Context: an optimization exercise on an open-source flow, tuned for small area and a short achievable clock period. The choices shown serve that exercise and are no tape-out recipe.
Function not checked in this run: the RTL went through the layout flow alone.
No activity file was given, so power comes from the tool's default toggle rates.

===== design.v =====
`timescale 1ns/1ps
module divTop (
    input  logic        clk,
    input  logic        arstN,
    input  logic        inValid,
    input  logic [15:0] dividend,
    input  logic [15:0] divisor,
    output logic        outValid,
    output logic [15:0] quotient,
    output logic [15:0] remainder,
    output logic        err
);
    logic        v_in;
    logic [15:0] a_in, b_in;
    always_ff @(posedge clk or negedge arstN)
        if (!arstN) v_in <= 1'b0;
        else        v_in <= inValid;
    always_ff @(posedge clk) begin
        a_in <= dividend;
        b_in <= divisor;
    end
    logic [14:0] am_c, dm_c;
    logic        neg_c, err_c;
    assign am_c  = a_in[15] ? (~a_in[14:0] + 15'd1) : a_in[14:0];
    assign dm_c  = b_in[15] ? (~b_in[14:0] + 15'd1) : b_in[14:0];
    assign neg_c = a_in[15] ^ b_in[15];
    assign err_c = (a_in == 16'h8000) || (b_in[14:0] == 15'd0);
    logic [0:0] s0;
    assign s0 = am_c[14];
    logic [1:0] t0;
    assign t0 = {1'b0, s0} - {1'b0, dm_c[0:0]};
    logic qb0;
    assign qb0 = ~t0[1] & (dm_c[14:1] == 14'd0);
    logic [0:0] r0;
    assign r0 = qb0 ? t0[0:0] : s0;
    logic [0:0] qs0;
    assign qs0 = qb0;
    logic [1:0] s1;
    assign s1 = {r0, am_c[13]};
    logic [2:0] t1;
    assign t1 = {1'b0, s1} - {1'b0, dm_c[1:0]};
    logic qb1;
    assign qb1 = ~t1[2] & (dm_c[14:2] == 13'd0);
    logic [1:0] r1;
    assign r1 = qb1 ? t1[1:0] : s1;
    logic [1:0] qs1;
    assign qs1 = {qs0, qb1};
    logic [12:0] ar1;
    assign ar1 = am_c[12:0];
    logic v_1;
    always_ff @(posedge clk or negedge arstN)
        if (!arstN) v_1 <= 1'b0;
        else        v_1 <= v_in;
    logic [14:0] d_1;
    logic [12:0] a_1;
    logic [1:0] q_1;
    logic [1:0] r_1;
    logic [0:0] neg_1;
    logic [0:0] err_1;
    always_ff @(posedge clk) begin
        d_1 <= dm_c;
        a_1 <= ar1;
        q_1 <= qs1;
        r_1 <= r1;
        neg_1 <= neg_c;
        err_1 <= err_c;
    end
    logic [2:0] s2;
    assign s2 = {r_1, a_1[12]};
    logic [3:0] t2;
    assign t2 = {1'b0, s2} - {1'b0, d_1[2:0]};
    logic qb2;
    assign qb2 = ~t2[3] & (d_1[14:3] == 12'd0);
    logic [2:0] r2;
    assign r2 = qb2 ? t2[2:0] : s2;
    logic [2:0] qs2;
    assign qs2 = {q_1, qb2};
    logic [3:0] s3;
    assign s3 = {r2, a_1[11]};
    logic [4:0] t3;
    assign t3 = {1'b0, s3} - {1'b0, d_1[3:0]};
    logic qb3;
    assign qb3 = ~t3[4] & (d_1[14:4] == 11'd0);
    logic [3:0] r3;
    assign r3 = qb3 ? t3[3:0] : s3;
    logic [3:0] qs3;
    assign qs3 = {qs2, qb3};
    logic [10:0] ar3;
    assign ar3 = a_1[10:0];
    logic v_2;
    always_ff @(posedge clk or negedge arstN)
        if (!arstN) v_2 <= 1'b0;
        else        v_2 <= v_1;
    logic [14:0] d_2;
    logic [10:0] a_2;
    logic [3:0] q_2;
    logic [3:0] r_2;
    logic [0:0] neg_2;
    logic [0:0] err_2;
    always_ff @(posedge clk) begin
        d_2 <= d_1;
        a_2 <= ar3;
        q_2 <= qs3;
        r_2 <= r3;
        neg_2 <= neg_1;
        err_2 <= err_1;
    end
    logic [4:0] s4;
    assign s4 = {r_2, a_2[10]};
    logic [5:0] t4;
    assign t4 = {1'b0, s4} - {1'b0, d_2[4:0]};
    logic qb4;
    assign qb4 = ~t4[5] & (d_2[14:5] == 10'd0);
    logic [4:0] r4;
    assign r4 = qb4 ? t4[4:0] : s4;
    logic [4:0] qs4;
    assign qs4 = {q_2, qb4};
    logic [5:0] s5;
    assign s5 = {r4, a_2[9]};
    logic [6:0] t5;
    assign t5 = {1'b0, s5} - {1'b0, d_2[5:0]};
    logic qb5;
    assign qb5 = ~t5[6] & (d_2[14:6] == 9'd0);
    logic [5:0] r5;
    assign r5 = qb5 ? t5[5:0] : s5;
    logic [5:0] qs5;
    assign qs5 = {qs4, qb5};
    logic [8:0] ar5;
    assign ar5 = a_2[8:0];
    logic v_3;
    always_ff @(posedge clk or negedge arstN)
        if (!arstN) v_3 <= 1'b0;
        else        v_3 <= v_2;
    logic [14:0] d_3;
    logic [8:0] a_3;
    logic [5:0] q_3;
    logic [5:0] r_3;
    logic [0:0] neg_3;
    logic [0:0] err_3;
    always_ff @(posedge clk) begin
        d_3 <= d_2;
        a_3 <= ar5;
        q_3 <= qs5;
        r_3 <= r5;
        neg_3 <= neg_2;
        err_3 <= err_2;
    end
    logic [6:0] s6;
    assign s6 = {r_3, a_3[8]};
    logic [7:0] t6;
    assign t6 = {1'b0, s6} - {1'b0, d_3[6:0]};
    logic qb6;
    assign qb6 = ~t6[7] & (d_3[14:7] == 8'd0);
    logic [6:0] r6;
    assign r6 = qb6 ? t6[6:0] : s6;
    logic [6:0] qs6;
    assign qs6 = {q_3, qb6};
    logic [7:0] s7;
    assign s7 = {r6, a_3[7]};
    logic [8:0] t7;
    assign t7 = {1'b0, s7} - {1'b0, d_3[7:0]};
    logic qb7;
    assign qb7 = ~t7[8] & (d_3[14:8] == 7'd0);
    logic [7:0] r7;
    assign r7 = qb7 ? t7[7:0] : s7;
    logic [7:0] qs7;
    assign qs7 = {qs6, qb7};
    logic [6:0] ar7;
    assign ar7 = a_3[6:0];
    logic v_4;
    always_ff @(posedge clk or negedge arstN)
        if (!arstN) v_4 <= 1'b0;
        else        v_4 <= v_3;
    logic [14:0] d_4;
    logic [6:0] a_4;
    logic [7:0] q_4;
    logic [7:0] r_4;
    logic [0:0] neg_4;
    logic [0:0] err_4;
    always_ff @(posedge clk) begin
        d_4 <= d_3;
        a_4 <= ar7;
        q_4 <= qs7;
        r_4 <= r7;
        neg_4 <= neg_3;
        err_4 <= err_3;
    end
    logic [8:0] s8;
    assign s8 = {r_4, a_4[6]};
    logic [9:0] t8;
    assign t8 = {1'b0, s8} - {1'b0, d_4[8:0]};
    logic qb8;
    assign qb8 = ~t8[9] & (d_4[14:9] == 6'd0);
    logic [8:0] r8;
    assign r8 = qb8 ? t8[8:0] : s8;
    logic [8:0] qs8;
    assign qs8 = {q_4, qb8};
    logic [9:0] s9;
    assign s9 = {r8, a_4[5]};
    logic [10:0] t9;
    assign t9 = {1'b0, s9} - {1'b0, d_4[9:0]};
    logic qb9;
    assign qb9 = ~t9[10] & (d_4[14:10] == 5'd0);
    logic [9:0] r9;
    assign r9 = qb9 ? t9[9:0] : s9;
    logic [9:0] qs9;
    assign qs9 = {qs8, qb9};
    logic [4:0] ar9;
    assign ar9 = a_4[4:0];
    logic v_5;
    always_ff @(posedge clk or negedge arstN)
        if (!arstN) v_5 <= 1'b0;
        else        v_5 <= v_4;
    logic [14:0] d_5;
    logic [4:0] a_5;
    logic [9:0] q_5;
    logic [9:0] r_5;
    logic [0:0] neg_5;
    logic [0:0] err_5;
    always_ff @(posedge clk) begin
        d_5 <= d_4;
        a_5 <= ar9;
        q_5 <= qs9;
        r_5 <= r9;
        neg_5 <= neg_4;
        err_5 <= err_4;
    end
    logic [10:0] s10;
    assign s10 = {r_5, a_5[4]};
    logic [11:0] t10;
    assign t10 = {1'b0, s10} - {1'b0, d_5[10:0]};
    logic qb10;
    assign qb10 = ~t10[11] & (d_5[14:11] == 4'd0);
    logic [10:0] r10;
    assign r10 = qb10 ? t10[10:0] : s10;
    logic [10:0] qs10;
    assign qs10 = {q_5, qb10};
    logic [11:0] s11;
    assign s11 = {r10, a_5[3]};
    logic [12:0] t11;
    assign t11 = {1'b0, s11} - {1'b0, d_5[11:0]};
    logic qb11;
    assign qb11 = ~t11[12] & (d_5[14:12] == 3'd0);
    logic [11:0] r11;
    assign r11 = qb11 ? t11[11:0] : s11;
    logic [11:0] qs11;
    assign qs11 = {qs10, qb11};
    logic [2:0] ar11;
    assign ar11 = a_5[2:0];
    logic v_6;
    always_ff @(posedge clk or negedge arstN)
        if (!arstN) v_6 <= 1'b0;
        else        v_6 <= v_5;
    logic [14:0] d_6;
    logic [2:0] a_6;
    logic [11:0] q_6;
    logic [11:0] r_6;
    logic [0:0] neg_6;
    logic [0:0] err_6;
    always_ff @(posedge clk) begin
        d_6 <= d_5;
        a_6 <= ar11;
        q_6 <= qs11;
        r_6 <= r11;
        neg_6 <= neg_5;
        err_6 <= err_5;
    end
    logic [12:0] s12;
    assign s12 = {r_6, a_6[2]};
    logic [13:0] t12;
    assign t12 = {1'b0, s12} - {1'b0, d_6[12:0]};
    logic qb12;
    assign qb12 = ~t12[13] & (d_6[14:13] == 2'd0);
    logic [12:0] r12;
    assign r12 = qb12 ? t12[12:0] : s12;
    logic [12:0] qs12;
    assign qs12 = {q_6, qb12};
    logic [13:0] s13;
    assign s13 = {r12, a_6[1]};
    logic [14:0] t13;
    assign t13 = {1'b0, s13} - {1'b0, d_6[13:0]};
    logic qb13;
    assign qb13 = ~t13[14] & (d_6[14:14] == 1'd0);
    logic [13:0] r13;
    assign r13 = qb13 ? t13[13:0] : s13;
    logic [13:0] qs13;
    assign qs13 = {qs12, qb13};
    logic [0:0] ar13;
    assign ar13 = a_6[0:0];
    logic v_7;
    always_ff @(posedge clk or negedge arstN)
        if (!arstN) v_7 <= 1'b0;
        else        v_7 <= v_6;
    logic [14:0] d_7;
    logic [0:0] a_7;
    logic [13:0] q_7;
    logic [13:0] r_7;
    logic [0:0] neg_7;
    logic [0:0] err_7;
    always_ff @(posedge clk) begin
        d_7 <= d_6;
        a_7 <= ar13;
        q_7 <= qs13;
        r_7 <= r13;
        neg_7 <= neg_6;
        err_7 <= err_6;
    end
    logic [14:0] s14;
    assign s14 = {r_7, a_7[0]};
    logic [15:0] t14;
    assign t14 = {1'b0, s14} - {1'b0, d_7[14:0]};
    logic qb14;
    assign qb14 = ~t14[15];
    logic [14:0] r14;
    assign r14 = qb14 ? t14[14:0] : s14;
    logic [14:0] qs14;
    assign qs14 = {q_7, qb14};
    logic [15:0] qo;
    assign qo = neg_7 ? (16'd0 - {1'b0, qs14}) : {1'b0, qs14};
    always_ff @(posedge clk or negedge arstN)
        if (!arstN) outValid <= 1'b0;
        else        outValid <= v_7;
    logic [14:0] remQ;
    always_ff @(posedge clk) begin
        quotient <= qo;
        remQ     <= r14;
        err      <= err_7;
    end
    assign remainder = {1'b0, remQ};
endmodule

===== run.sh =====
#!/bin/bash
# synth_recipe.tcl (not shown) runs the flow's synth.tcl, then flattens the netlist and writes it again
# the make line also repeats each setting of config.mk as NAME=value (left out here)
make -C /OpenROAD-flow-scripts/flow DESIGN_CONFIG=/design/flow/config.mk WORK_HOME=/design/flow/orfs CLKGATE_MAP_FILE= SYNTH_SCRIPT=/design/flow/synth_recipe.tcl finish

===== config.mk =====
export PLATFORM = sky130hd
export DESIGN_NAME = divTop
export DESIGN_NICKNAME = divTop
export VERILOG_FILES = /design/flow/design.v
export SDC_FILE = /design/flow/constraint.sdc
export NUM_CORES = 4
export LEC_CHECK = 0
export CAP_MARGIN = 20
export CORE_MARGIN = 2
export CORE_UTILIZATION = 40
export SETUP_SLACK_MARGIN = 5
export SLEW_MARGIN = 20

===== constraint.sdc =====
create_clock -name core_clock -period 11.0 [get_ports {clk}]
set_input_delay 2.2000 -clock core_clock [delete_from_list [all_inputs] [get_ports {clk}]]
set_output_delay 2.2000 -clock core_clock [all_outputs]
set_load 0.01 [all_outputs]

==> results by group <==
Outcome
  • Status: finished clean

Synthesis
  • Post-synth top cells: dfxtp_1 (344), inv_1 (127), ha_1 (122)
  • Warnings, synthesis: 1
  • Synthesized area: 14400 µm²
  • Post-Syn Nets: 1570
  • Flops & latches, synth: 353
  • Cell with the most instances after synthesis: dfxtp_1
  • Post-synth EDFFs: 0
  • Netlist cell types: 62
  • Syn Inst Count: 1399
  • Sequential element share of the synthesized area: 0.494
  • Syn Area/Cell: 10.3 µm²
  • Synth top area share: 0.478
  • Synth Flop Type: dfxtp_1
  • Synth area leader: dfxtp_1
  • Largest cells by area after synthesis: dfxtp_1 (48%), ha_1 (11%), xnor2_1 (4.6%)
  • Ys async rst share: 0.0255

Global route
  • Global route overflow: 0
  • Vias in the first global route: 9706
  • Largest net degree at the start of global routing: 29
  • Initial antenna violation count: 0
  • Busiest layer in global routing: met2
  • First-pass GRT wire length: 44100 µm
  • Aggregate global-route resource usage: 0.140
  • Grt met3 use: 0.0257
  • Grt met2 use: 0.258
  • GR Layer Usage met1: 0.159

Placement
  • DP HPWL: 20200 µm
  • Dpl ws: 5.89 ns
  • Port-buffer cells: 67
  • Final Wtd Congestion: 0.823

Route
  • Total vias in the final route: 9518
  • Drt pass-1 iters: 4
  • DRC viols: 0
  • Vias per cell: 4.80
  • Iter 0 DRT Violations: 273
  • Routed len/inst: 13.1 µm
  • WL final: 26000 µm
  • Final ANT Viol Nets: 0

Critical path
  • CP max FO: 23
  • Worst Setup Start Kind: flip-flop
  • Slowest CP cell: dfxtp_1
  • Setup crit end kind: flip-flop
  • Crit path DAT: 5.51 ns
  • CP peak stage delay: 0.44 ns
  • Setup CP Type: reg2reg
  • Req. time, crit path: 11.42 ns
  • CP top delay family: compound AO/OA/AOI/OAI gates
  • WP buf/inv: 4
  • CP Cell Sequence: inv_1, ha_1, nor2b_1, o31a_1, o41ai_1, o21bai_1, a41oi_1, buf_4, mux2_2, ha_1, o21a_1, o31a_1, o311a_1, o311ai_0, a21oi_1, a31oi_1, buf_4, inv_2, mux2_2

Final layout
  • ANT cells: 0
  • FILL cells: 3275
  • Share of cells above drive strength 1: 0.0959
  • Area Overhead vs Synth: 17.5%
  • Nets@finish: 1665
  • Final Util: 0.476

Clocking
  • Worst-Skew Late Latency: 0.53 ns
  • CTS sink cnt: 353
  • CTS buffer count: 37
  • TritonCTS clock tree: yes
  • Cts hold-fix bufs: 0
  • Number of gates resized after cts: 0
  • Root Buffer Master: clkbuf_16
  • Htree depth: 2
  • Post-CTS Setup Bufs: 0
  • Max Root-Sink Buffers: 3
  • Worst-path clk slew: 0.06 ns

Die
  • Chip Height: 194 µm
  • Die width: 194 µm
  • I/O Pins: 69
  • Initial Utilization: 0.406
  • Rows: 69
  • Core Region: 35500 µm²
  • Die area: 37500 µm²

STA
  • Period Utilization, post-route: 0.463
  • PnR worst setup slack: 5.91 ns
  • Final setup viols: 0
  • Tmin final: 5.09 ns
  • Fmax: 0.196 GHz
  • Tightest Pin Transition: 0.967 ns
  • Final hold vios: 0
  • Rel. slew slack: 0.350
  • RSZ-0062 raised after global routing: false
  • Clk_skew: 0.00586 ns
  • Final Max Tran Viols: 0
  • Worst Hold Margin: 0.324 ns
  • Setup_tns: 0 ns

Power
  • VDD IR max: 0.142 mV
  • Leakage: 7.40 nW
  • Power consumption: 4.05 mW
  • PwrDens: 239 nW/µm²

Run
  • Max Cap Violations: 0

Worst hold path
  • Hold crit path type: reg2reg
[cells in the final DEF, fill, tap and decap left out, drive strengths merged, types with 4 or more instances in the layout]
cell | Yosys | final
a211oi | 5 | 5
a21boi | 6 | 6
a21o | 20 | 20
a21oi | 74 | 74
a31oi | 9 | 9
and3 | 5 | 5
buf | 2 | 6
bufinv | 0 | 4
clkbuf | 15 | 46
clkdlybuf4s50 | 0 | 67
clkinv | 2 | 10
clkinvlp | 0 | 4
dfrtp | 9 | 9
dfxtp | 344 | 344
fa | 14 | 14
ha | 122 | 122
inv | 128 | 134
mux2 | 57 | 57
mux2i | 10 | 10
nand2 | 104 | 104
nand2b | 15 | 15
nand3 | 11 | 11
nor2 | 60 | 60
nor2b | 22 | 22
nor3 | 30 | 30
nor4 | 7 | 7
o211ai | 4 | 4
o21a | 18 | 18
o21ai | 94 | 94
o21bai | 7 | 7
o31a | 5 | 5
o31ai | 21 | 21
o41ai | 8 | 8
or2 | 10 | 10
or3 | 14 | 14
or4 | 8 | 8
xnor2 | 76 | 76
xor2 | 35 | 35
[path summary, 6_finish.rpt]
kind	startpoint	depth (start not counted)	slack (ns)	endpoint
min in group asynchronous	arstN	1	1.96	v_1
worst min register to register	a_2[6]	0	0.32	a_3[6]
worst max-delay path	d_6[1]	19	5.91	r_7[13]
max in group asynchronous	arstN	1	8.78	v_7
worst max register to register	d_6[1]	19	5.91	r_7[13]
worst min-delay path	a_2[6]	0	0.32	a_3[6]
[metrics by stage]
step,cells,instance area (µm²)
floorplan,1399,14400
global placement,1916,15600
detailed placement,1916,15600
CTS,1984,16900
global route,1984,16900
finish,1984,16900
[per-layer routing]
metal	vias up	routed length, µm
met2	140	13100
met4	0	669
li1	4986	-
met3	51	821
met1	4341	11400
met5	-	0
[sequential cells by signal (all words and copies together), names as in the netlist, 12 cells and up]
| register | count |
|---|---|
| a_in | 16 |
| b_in | 16 |
| quotient | 16 |
| d_1 | 15 |
| d_2 | 15 |
| d_3 | 15 |
| d_4 | 15 |
| d_5 | 15 |
| d_6 | 15 |
| d_7 | 15 |
| remQ | 15 |
| q_7 | 14 |
| r_7 | 14 |
| a_1 | 13 |
| q_6 | 12 |
| r_6 | 12 |
[area by class of cell]
| type | instances | area [µm²] | area share |
|---|---|---|---|
| clock buffers | 46 | 1030 | 0.0610 |
| clock inverters | 22 | 258 | 0.0152 |
| inverters | 130 | 488 | 0.0289 |
| multi-input cells | 899 | 6730 | 0.398 |
| flip-flops and latches | 353 | 7110 | 0.421 |
| well taps | 461 | 577 | 0.0341 |
| repair buffers | 73 | 716 | 0.0423 |
[power by group]
group          total [mW]  internal, mW  switching (mW)
sequential           1.55          1.47          0.0875
clock                1.29         0.772           0.517
combinational        1.21         0.583           0.623
total                4.05          2.82            1.23
[kinds of logic after synthesis]
family                   synth area share
AO/OA/AOI/OAI                       0.122
flip-flops                          0.494
other                            0.000261
XOR/XNOR                           0.0675
buffers and inverters              0.0387
AND/OR/NAND/NOR                     0.101
adder cells (fa/ha/maj)             0.126
multiplexers                       0.0518

## afterwards: timing with drivers on the ports
In the flow no input, the clock included, has a driving cell. The finished layout below was timed again as built, in two steps. Step 1: set_driving_cell puts a clkbuf_16 on clk and a buf_2 on each other input, an assumption about the parent block. Step 2 also shifts input and output timing later by t, the mid clock arrival at the registers, as if the neighbouring blocks saw the same clock. Slacks: no drivers / after step 1 / after step 2; pairs: no drivers / after step 1.
t (ns): 0.579
setup slack, ns: 5.909 / 5.909 / 5.909
latest minus earliest clock arrival (ns): 0.008 / 0.007
slew at the worst register clock pin (ns): 0.07 / 0.07
worst slew at a driven data input, ns: 0.04
After both steps this run still meets setup and hold. For this run, drivers alone change the setup slack by 0.000 ns; drivers and shift together by 0.000 ns.
